This is an optimization exercise on Yosys and OpenROAD, whose aim is small area, a short achievable clock period and few clock cycles per item, not a production implementation.
Only simulation tests tie the RTL to the original design; equivalence was not proved.

$ cat design/flow/config.mk
export PLATFORM = sky130hd
export DESIGN_NAME = fp_mult_unit
export DESIGN_NICKNAME = fp_mult_unit
export VERILOG_FILES = /design/flow/design.v
export SDC_FILE = /design/flow/constraint.sdc
export NUM_CORES = 4
export LEC_CHECK = 0
export CAP_MARGIN = 20
export CORE_MARGIN = 2
export CORE_UTILIZATION = 40
export PLACE_DENSITY = 0.6
export SLEW_MARGIN = 20
$ cat design/flow/constraint.sdc
create_clock -name core_clock -period 12.0 [get_ports {clk}]
set_input_delay 2.4000 -clock core_clock [delete_from_list [all_inputs] [get_ports {clk}]]
set_output_delay 2.4000 -clock core_clock [all_outputs]
set_load 0.01 [all_outputs]
$ cat design/flow/design.v
package fp_pkg;
    localparam int unsigned FP_WIDTH   = 32;
    localparam int unsigned EXP_WIDTH  = 8;
    localparam int unsigned MAN_WIDTH  = 23;
    localparam int unsigned SIG_WIDTH  = MAN_WIDTH + 1;    
    localparam int unsigned RND_WIDTH  = SIG_WIDTH + 1;    
    localparam int unsigned PROD_WIDTH = 2 * SIG_WIDTH;
    localparam int unsigned EXPI_WIDTH = 10;               
    localparam int unsigned BIAS       = 127;
    localparam logic [FP_WIDTH-1:0] QNAN = 32'h7FC0_0000;
    typedef enum logic [1:0] {
        FP_ZERO,
        FP_NORM,
        FP_INF,
        FP_NAN
    } fp_class_e;
    typedef enum logic [2:0] {
        S_IDLE,
        S_UNPACK,
        S_MULT,
        S_NORM,
        S_PACK
    } state_e;
    typedef struct packed {
        logic                 sign;
        logic [EXP_WIDTH-1:0] exp;
        logic [SIG_WIDTH-1:0] man;
        fp_class_e            cls;
    } fp_unpacked_t;
endpackage
import fp_pkg::*;
module fp_classify
(
    input  logic [FP_WIDTH-1:0] op,
    output fp_pkg::fp_unpacked_t unp
);
    logic [EXP_WIDTH-1:0] exp_c;
    logic [MAN_WIDTH-1:0] frac_c;
    assign exp_c  = op[FP_WIDTH-2 -: EXP_WIDTH];
    assign frac_c = op[MAN_WIDTH-1:0];
    always_comb begin
        unp.sign = op[FP_WIDTH-1];
        unp.exp  = exp_c;
        unp.man  = {1'b1, frac_c};
        unp.cls  = FP_NORM;
        if (exp_c == '0) begin
            unp.cls = FP_ZERO;
            unp.man = '0;
        end else if (&exp_c) begin
            unp.cls = (frac_c != '0) ? FP_NAN : FP_INF;
        end
    end
endmodule
import fp_pkg::*;
module fp_mult_unit
(
    input  logic                clk,
    input  logic                rst_n,
    input  logic                clk_en,
    input  logic                start,
    input  logic [FP_WIDTH-1:0] dataa,
    input  logic [FP_WIDTH-1:0] datab,
    output logic [FP_WIDTH-1:0] result,
    output logic                done,
    output logic                busy
);
    localparam int unsigned G_BIT = PROD_WIDTH - SIG_WIDTH - 1;    
    fp_pkg::state_e                state_q, state_d;
    logic [FP_WIDTH-1:0]           op_a_q, op_a_d, op_b_q, op_b_d;
    logic [SIG_WIDTH-1:0]          ma_q, ma_d, mb_q, mb_d;
    logic [EXP_WIDTH-1:0]          ea_q, ea_d, eb_q, eb_d;
    logic                          sign_q, sign_d;
    logic                          spec_q, spec_d;
    logic [FP_WIDTH-1:0]           spec_res_q, spec_res_d;
    logic [PROD_WIDTH-1:0]         prod_q, prod_d;
    logic signed [EXPI_WIDTH-1:0]  exp_q, exp_d;
    logic [SIG_WIDTH-1:0]          sig_q, sig_d;
    logic                          guard_q, guard_d, rnd_q, rnd_d, sticky_q, sticky_d;
    logic [FP_WIDTH-1:0]           result_q, result_d;
    logic                          done_q, done_d, busy_q, busy_d;
    fp_pkg::fp_unpacked_t          ua_c, ub_c;
    logic                          round_up_c;
    logic [RND_WIDTH-1:0]          sig_rnd_c;
    logic signed [EXPI_WIDTH-1:0]  exp_rnd_c;
    logic [MAN_WIDTH-1:0]          man_rnd_c;
    fp_classify u_cls_a (.op(op_a_q), .unp(ua_c));
    fp_classify u_cls_b (.op(op_b_q), .unp(ub_c));
    always_comb begin
        round_up_c = guard_q & (rnd_q | sticky_q | sig_q[0]);
        sig_rnd_c  = {1'b0, sig_q} + RND_WIDTH'(round_up_c);
        exp_rnd_c  = sig_rnd_c[SIG_WIDTH] ? exp_q + 10'sd1 : exp_q;
        man_rnd_c  = sig_rnd_c[SIG_WIDTH] ? sig_rnd_c[MAN_WIDTH:1] : sig_rnd_c[MAN_WIDTH-1:0];
    end
    always_comb begin
        state_d    = state_q;
        op_a_d     = op_a_q;
        op_b_d     = op_b_q;
        ma_d       = ma_q;
        mb_d       = mb_q;
        ea_d       = ea_q;
        eb_d       = eb_q;
        sign_d     = sign_q;
        spec_d     = spec_q;
        spec_res_d = spec_res_q;
        prod_d     = prod_q;
        exp_d      = exp_q;
        sig_d      = sig_q;
        guard_d    = guard_q;
        rnd_d      = rnd_q;
        sticky_d   = sticky_q;
        result_d   = result_q;
        done_d     = 1'b0;
        busy_d     = busy_q;
        case (state_q)
            S_IDLE: begin
                if (done_q) busy_d = 1'b0;
                if (start) begin
                    state_d = S_UNPACK;
                    op_a_d  = dataa;
                    op_b_d  = datab;
                    busy_d  = 1'b1;
                end
            end
            S_UNPACK: begin
                ma_d   = ua_c.man;
                mb_d   = ub_c.man;
                ea_d   = ua_c.exp;
                eb_d   = ub_c.exp;
                sign_d = ua_c.sign ^ ub_c.sign;
                spec_d = 1'b1;
                if (ua_c.cls == FP_NAN || ub_c.cls == FP_NAN ||
                    (ua_c.cls == FP_INF  && ub_c.cls == FP_ZERO) ||
                    (ua_c.cls == FP_ZERO && ub_c.cls == FP_INF)) begin
                    spec_res_d = QNAN;
                end else if (ua_c.cls == FP_INF || ub_c.cls == FP_INF) begin
                    spec_res_d = {ua_c.sign ^ ub_c.sign, {EXP_WIDTH{1'b1}}, {MAN_WIDTH{1'b0}}};
                end else if (ua_c.cls == FP_ZERO || ub_c.cls == FP_ZERO) begin
                    spec_res_d = {ua_c.sign ^ ub_c.sign, {(FP_WIDTH-1){1'b0}}};
                end else begin
                    spec_d     = 1'b0;
                    spec_res_d = '0;
                end
                state_d = S_MULT;
            end
            S_MULT: begin
                prod_d  = PROD_WIDTH'(ma_q) * PROD_WIDTH'(mb_q);
                exp_d   = $signed(EXPI_WIDTH'(ea_q)) + $signed(EXPI_WIDTH'(eb_q))
                        - $signed(EXPI_WIDTH'(BIAS));
                state_d = S_NORM;
            end
            S_NORM: begin
                if (prod_q[PROD_WIDTH-1]) begin
                    sig_d    = prod_q[PROD_WIDTH-1 -: SIG_WIDTH];
                    guard_d  = prod_q[G_BIT];
                    rnd_d    = prod_q[G_BIT-1];
                    sticky_d = |prod_q[G_BIT-2:0];
                    exp_d    = exp_q + 10'sd1;
                end else begin
                    sig_d    = prod_q[PROD_WIDTH-2 -: SIG_WIDTH];
                    guard_d  = prod_q[G_BIT-1];
                    rnd_d    = prod_q[G_BIT-2];
                    sticky_d = |prod_q[G_BIT-3:0];
                end
                state_d = S_PACK;
            end
            S_PACK: begin
                if (spec_q) begin
                    result_d = spec_res_q;
                end else if (exp_rnd_c >= 10'sd255) begin
                    result_d = {sign_q, {EXP_WIDTH{1'b1}}, {MAN_WIDTH{1'b0}}};
                end else if (exp_rnd_c <= 10'sd0) begin
                    result_d = {sign_q, {(FP_WIDTH-1){1'b0}}};
                end else begin
                    result_d = {sign_q, exp_rnd_c[EXP_WIDTH-1:0], man_rnd_c};
                end
                done_d  = 1'b1;
                state_d = S_IDLE;
            end
            default: state_d = S_IDLE;
        endcase
    end
    always_ff @(posedge clk or negedge rst_n) begin
        if (!rst_n) begin
            state_q    <= S_IDLE;
            op_a_q     <= '0;
            op_b_q     <= '0;
            ma_q       <= '0;
            mb_q       <= '0;
            ea_q       <= '0;
            eb_q       <= '0;
            sign_q     <= 1'b0;
            spec_q     <= 1'b0;
            spec_res_q <= '0;
            prod_q     <= '0;
            exp_q      <= '0;
            sig_q      <= '0;
            guard_q    <= 1'b0;
            rnd_q      <= 1'b0;
            sticky_q   <= 1'b0;
            result_q   <= '0;
            done_q     <= 1'b0;
            busy_q     <= 1'b0;
        end else if (clk_en) begin
            state_q    <= state_d;
            op_a_q     <= op_a_d;
            op_b_q     <= op_b_d;
            ma_q       <= ma_d;
            mb_q       <= mb_d;
            ea_q       <= ea_d;
            eb_q       <= eb_d;
            sign_q     <= sign_d;
            spec_q     <= spec_d;
            spec_res_q <= spec_res_d;
            prod_q     <= prod_d;
            exp_q      <= exp_d;
            sig_q      <= sig_d;
            guard_q    <= guard_d;
            rnd_q      <= rnd_d;
            sticky_q   <= sticky_d;
            result_q   <= result_d;
            done_q     <= done_d;
            busy_q     <= busy_d;
        end
    end
    assign result = result_q;
    assign done   = done_q;
    assign busy   = busy_q;
endmodule
$ cat design/flow/run.sh
#!/bin/bash
# synth_recipe.tcl (not shown) runs the flow's synth.tcl, then flattens the netlist and writes it again
# the make line also repeats each setting of config.mk as NAME=value (left out here)
make -C /OpenROAD-flow-scripts/flow DESIGN_CONFIG=/design/flow/config.mk WORK_HOME=/design/flow/orfs CLKGATE_MAP_FILE= SYNTH_SCRIPT=/design/flow/synth_recipe.tcl finish
==> out/metrics.cfg <==
[sta]
min_period_over_period=0.662
final-setup-viol-count=0
timing_hold_violations_final=0
report.final.slew_viol_count=0
grt_setup_unrepaired=no
slew_headroom=0.284
setup_slack_ns=4.06
slew_worst_pin_ns=1.07
final.setup_skew_ns=0.0680
final_sum_of_negative_setup_slack_ns=0
fmaxAchievable_ghz=0.126
post-route-min-period_ns=7.94

[global_routing]
gr-total-overflow=0
grt_first_pass_wirelength_um=126000
track_usage=0.204
first_global_vias=23100
antenna_found_initial=0
grt_start_max_net_pins=165

[cells_and_area]
layout.nets=4019
layout_area_overhead_pct=10.0
final_layout_size_suffix_gt1_frac=0.0566
final_core_utilization=0.446
filler_cell_count=7352
diodes=0

[worst_setup_path]
cp-start-kind=flop
worstPathRequired_ns=12.42
crit_chain=and2_1 -> fa_1 -> fa_1 -> inv_1 -> fa_1 -> fa_1 -> inv_1 -> fa_1 -> fa_1 -> inv_1 -> fa_1 -> inv_1 -> ha_1 -> a211o_1 -> a2111oi_0 -> o31ai_1 -> a41oi_2 -> o31ai_2 -> a311oi_4 -> o21ai_1 -> a41oi_1 -> xor2_1 -> o21ai_1
setup.worst_path.end_class=flop
worstPathArrival_ns=8.36
worst_r2r_path_depth=23
critical_path.max_stage_delay_ns=0.97
cp_class=reg -> reg
critical-path-top-cell-by-count=sky130_fd_sc_hd__fa_1
cpMaxStageDelayCell=sky130_fd_sc_hd__dfrtp_1
cp_max_fo=25
reg2reg_slack_ns=4.06

[floorplanning]
fp.dieW_um=279
core.rowCount=100
ios=102
chipHeight_um=279
core-area_sq_mm=0.0747
dieArea_sq_mm=0.0779
initial_utilization=0.405

[clock_tree]
numCtsBuffers=30
cts.root.buffer_cell=sky130_fd_sc_hd__clkbuf_16
clk_pin_slew_ns=0.07
tritoncts=done
post_cts_gate_resize_count=0
post_cts.repair.setup_buffers=0
postCtsHoldBufs=0
clkSinkCount=255
clock_latency_ns=0.63
clk_path_buf_depth=3
clock_tree.htree_level_count=1

[detailed_routing]
drc_errors=0
first_pass_detailed_route_iteration_total=5
routed_wl_um=77300
detail_route.wl_per_cell_um=18.1
drtAntennaViolNets=0
route.vias.total=22000
drtIter0Drc=1215
via_per_inst=5.15

[logic_synthesis]
netlist-cell-type-count=68
syn_area_sq_mm=0.0303
synth_top_cell_by_area=sky130_fd_sc_hd__fa_1
synthesized_netlist_net_count=4013
ys_top_cells_by_area=sky130_fd_sc_hd__fa_1 (32%), sky130_fd_sc_hd__dfrtp_1 (21%), sky130_fd_sc_hd__ha_1 (7.9%), sky130_fd_sc_hd__nand2_1 (7.1%), sky130_fd_sc_hd__inv_1 (6.9%)
async_flop_share=1.00
synth_top_area_frac=0.320
yosys_warn_count=2
synth_enable_flop_cells=0
synth-seq-area-share=0.211
mean_area_per_synthesized_cell_sq_um=9.25
post_synth_inst_count=3271
synth_seq_cells=255
dominantRegCellSynth=sky130_fd_sc_hd__dfrtp_1

[hold_path]
hold_depth=2
worstHoldPathType=reg -> reg

[run]
drv.max_cap_violation_count=0

[place]
dpl_worst_slack_ns=4.08
dpl.hpwl_um=60300
place_congestion=0.873
portBuffers=101

[run_status]
status=no timing/DRC/antenna violations

worst max-delay path: cells and delay by family (launching register included):
family / cells / cell delay [ns]
fa+ha+maj: 8 / 3.83
simple gates: 1 / 0.26
flops: 1 / 0.97
xor+xnor: 1 / 0.16
buf+inv: 4 / 0.19
compound gates: 9 / 2.28
cell usage in the layout (no fill, tap or decap), types with 61 or more instances in the layout:
| cell type | n |
|---|---|
| sky130_fd_sc_hd__nand2_1 | 572 |
| sky130_fd_sc_hd__inv_1 | 553 |
| sky130_fd_sc_hd__fa_1 | 483 |
| sky130_fd_sc_hd__and2_1 | 302 |
| sky130_fd_sc_hd__dfrtp_1 | 255 |
| sky130_fd_sc_hd__ha_1 | 191 |
| sky130_fd_sc_hd__o21ai_0 | 170 |
| sky130_fd_sc_hd__clkdlybuf4s50_1 | 100 |
| sky130_fd_sc_hd__mux2_2 | 72 |
| sky130_fd_sc_hd__a21oi_1 | 61 |
stage by stage:
step / hold WS (ns) / instances / area [sq um]
final: 0.476 / 4270 / 33300
after global routing: 0.495 / 4270 / 33300
after CTS: 0.480 / 4270 / 33300
after detailed placement: 0.468 / 4214 / 32200
after global placement: 0.459 / 4214 / 32200
after floorplan: 0.441 / 3271 / 30300
worst paths after layout:
kind,start,end
worst min register to register,prod_q[17],prod_q[17]
min in group asynchronous,rst_n,ma_q[4]
max in group asynchronous,rst_n,sig_q[10]
worst max register to register,ma_q[16],prod_q[44]
worst min-delay path,prod_q[17],prod_q[17]
worst max-delay path,ma_q[16],prod_q[44]
cells by family (layout without fill, tap and decap cells):
logic type / count (synthesis) / count (layout) / share of synthesized area
muxes: 102 / 102 / 0.0367
DFF: 255 / 255 / 0.211
adders and majority gates: 674 / 674 / 0.399
buffers and inverters: 725 / 755 / 0.0901
xor gates and xnor gates: 70 / 70 / 0.0203
and+or+nand+nor: 1081 / 1081 / 0.171
AOI/OAI and AO/OA: 364 / 364 / 0.0727
flip-flops by register name, summed over array words and instances (netlist names), 8 cells and up:
| name | cells |
|---|---|
| result_q | 32 |
| sig_q | 24 |
| eb_q | 8 |
| ma_q | 24 |
| prod_q | 48 |
| mb_q | 24 |
| op_b_q | 32 |
| op_a_q | 32 |
| ea_q | 8 |
| exp_q | 10 |
layout make-up:
| type | instances | area (sq um) | area share |
|---|---|---|---|
| clock inverter | 14 | 220 | 0.00661 |
| inverter | 553 | 2080 | 0.0623 |
| timing repair buffer | 146 | 1370 | 0.0410 |
| tap | 969 | 1210 | 0.0364 |
| clock buffer | 42 | 866 | 0.0260 |
| multi-input combinational | 2291 | 21200 | 0.636 |
| sequential | 255 | 6380 | 0.192 |
cell usage after synthesis (all sizes together) (31+ instances only):
cell / number
a21oi: 63
and2: 302
clkbuf: 160
dfrtp: 255
fa: 483
ha: 191
inv: 553
mux2: 72
nand2: 574
nand3: 34
nor2: 59
o21ai: 184
xnor2: 39
xor2: 31
routing by layer:
metal / global-route usage / vias to the layer above / share of wire
met3: 0.0218 / 97 / 0.045
met2: 0.355 / 429 / 0.50
met1: 0.270 / 11300 / 0.43
li1: - / 10100 / -
met4: 0.0547 / 0 / 0.030
met5: 0 / - / 0
Testbench counts, summed over its fixed seeds: cycles 40,000, items 8,000.

==> separate check: timing with driven ports <==
Ports are ideal in the flow. The routed layout listed here was re-timed in OpenROAD. Step 1 assumes that a clkbuf_16 drives the clock port and a buf_2 every other input. Step 2 times the ports against the registers' clock, not the clock port: input delays grow and output delays shrink by t, the midpoint of the rising clock arrivals with the driver on. a / b / c = no drivers / after step 1 / after step 2; a / b = the first two.
shift t [ns]: 0.654
setup WS [ns]: 4.059 / 4.059 / 4.059
hold slack, ns: 0.476 / 0.476 / 0.476
worst register clock-pin slew, ns: 0.07 / 0.07
pins driven straight from the clock port: 1
After both steps setup and hold are still met in this run. The setup slack of this run moves by 0.000 ns with the drivers and by 0.000 ns with both steps.
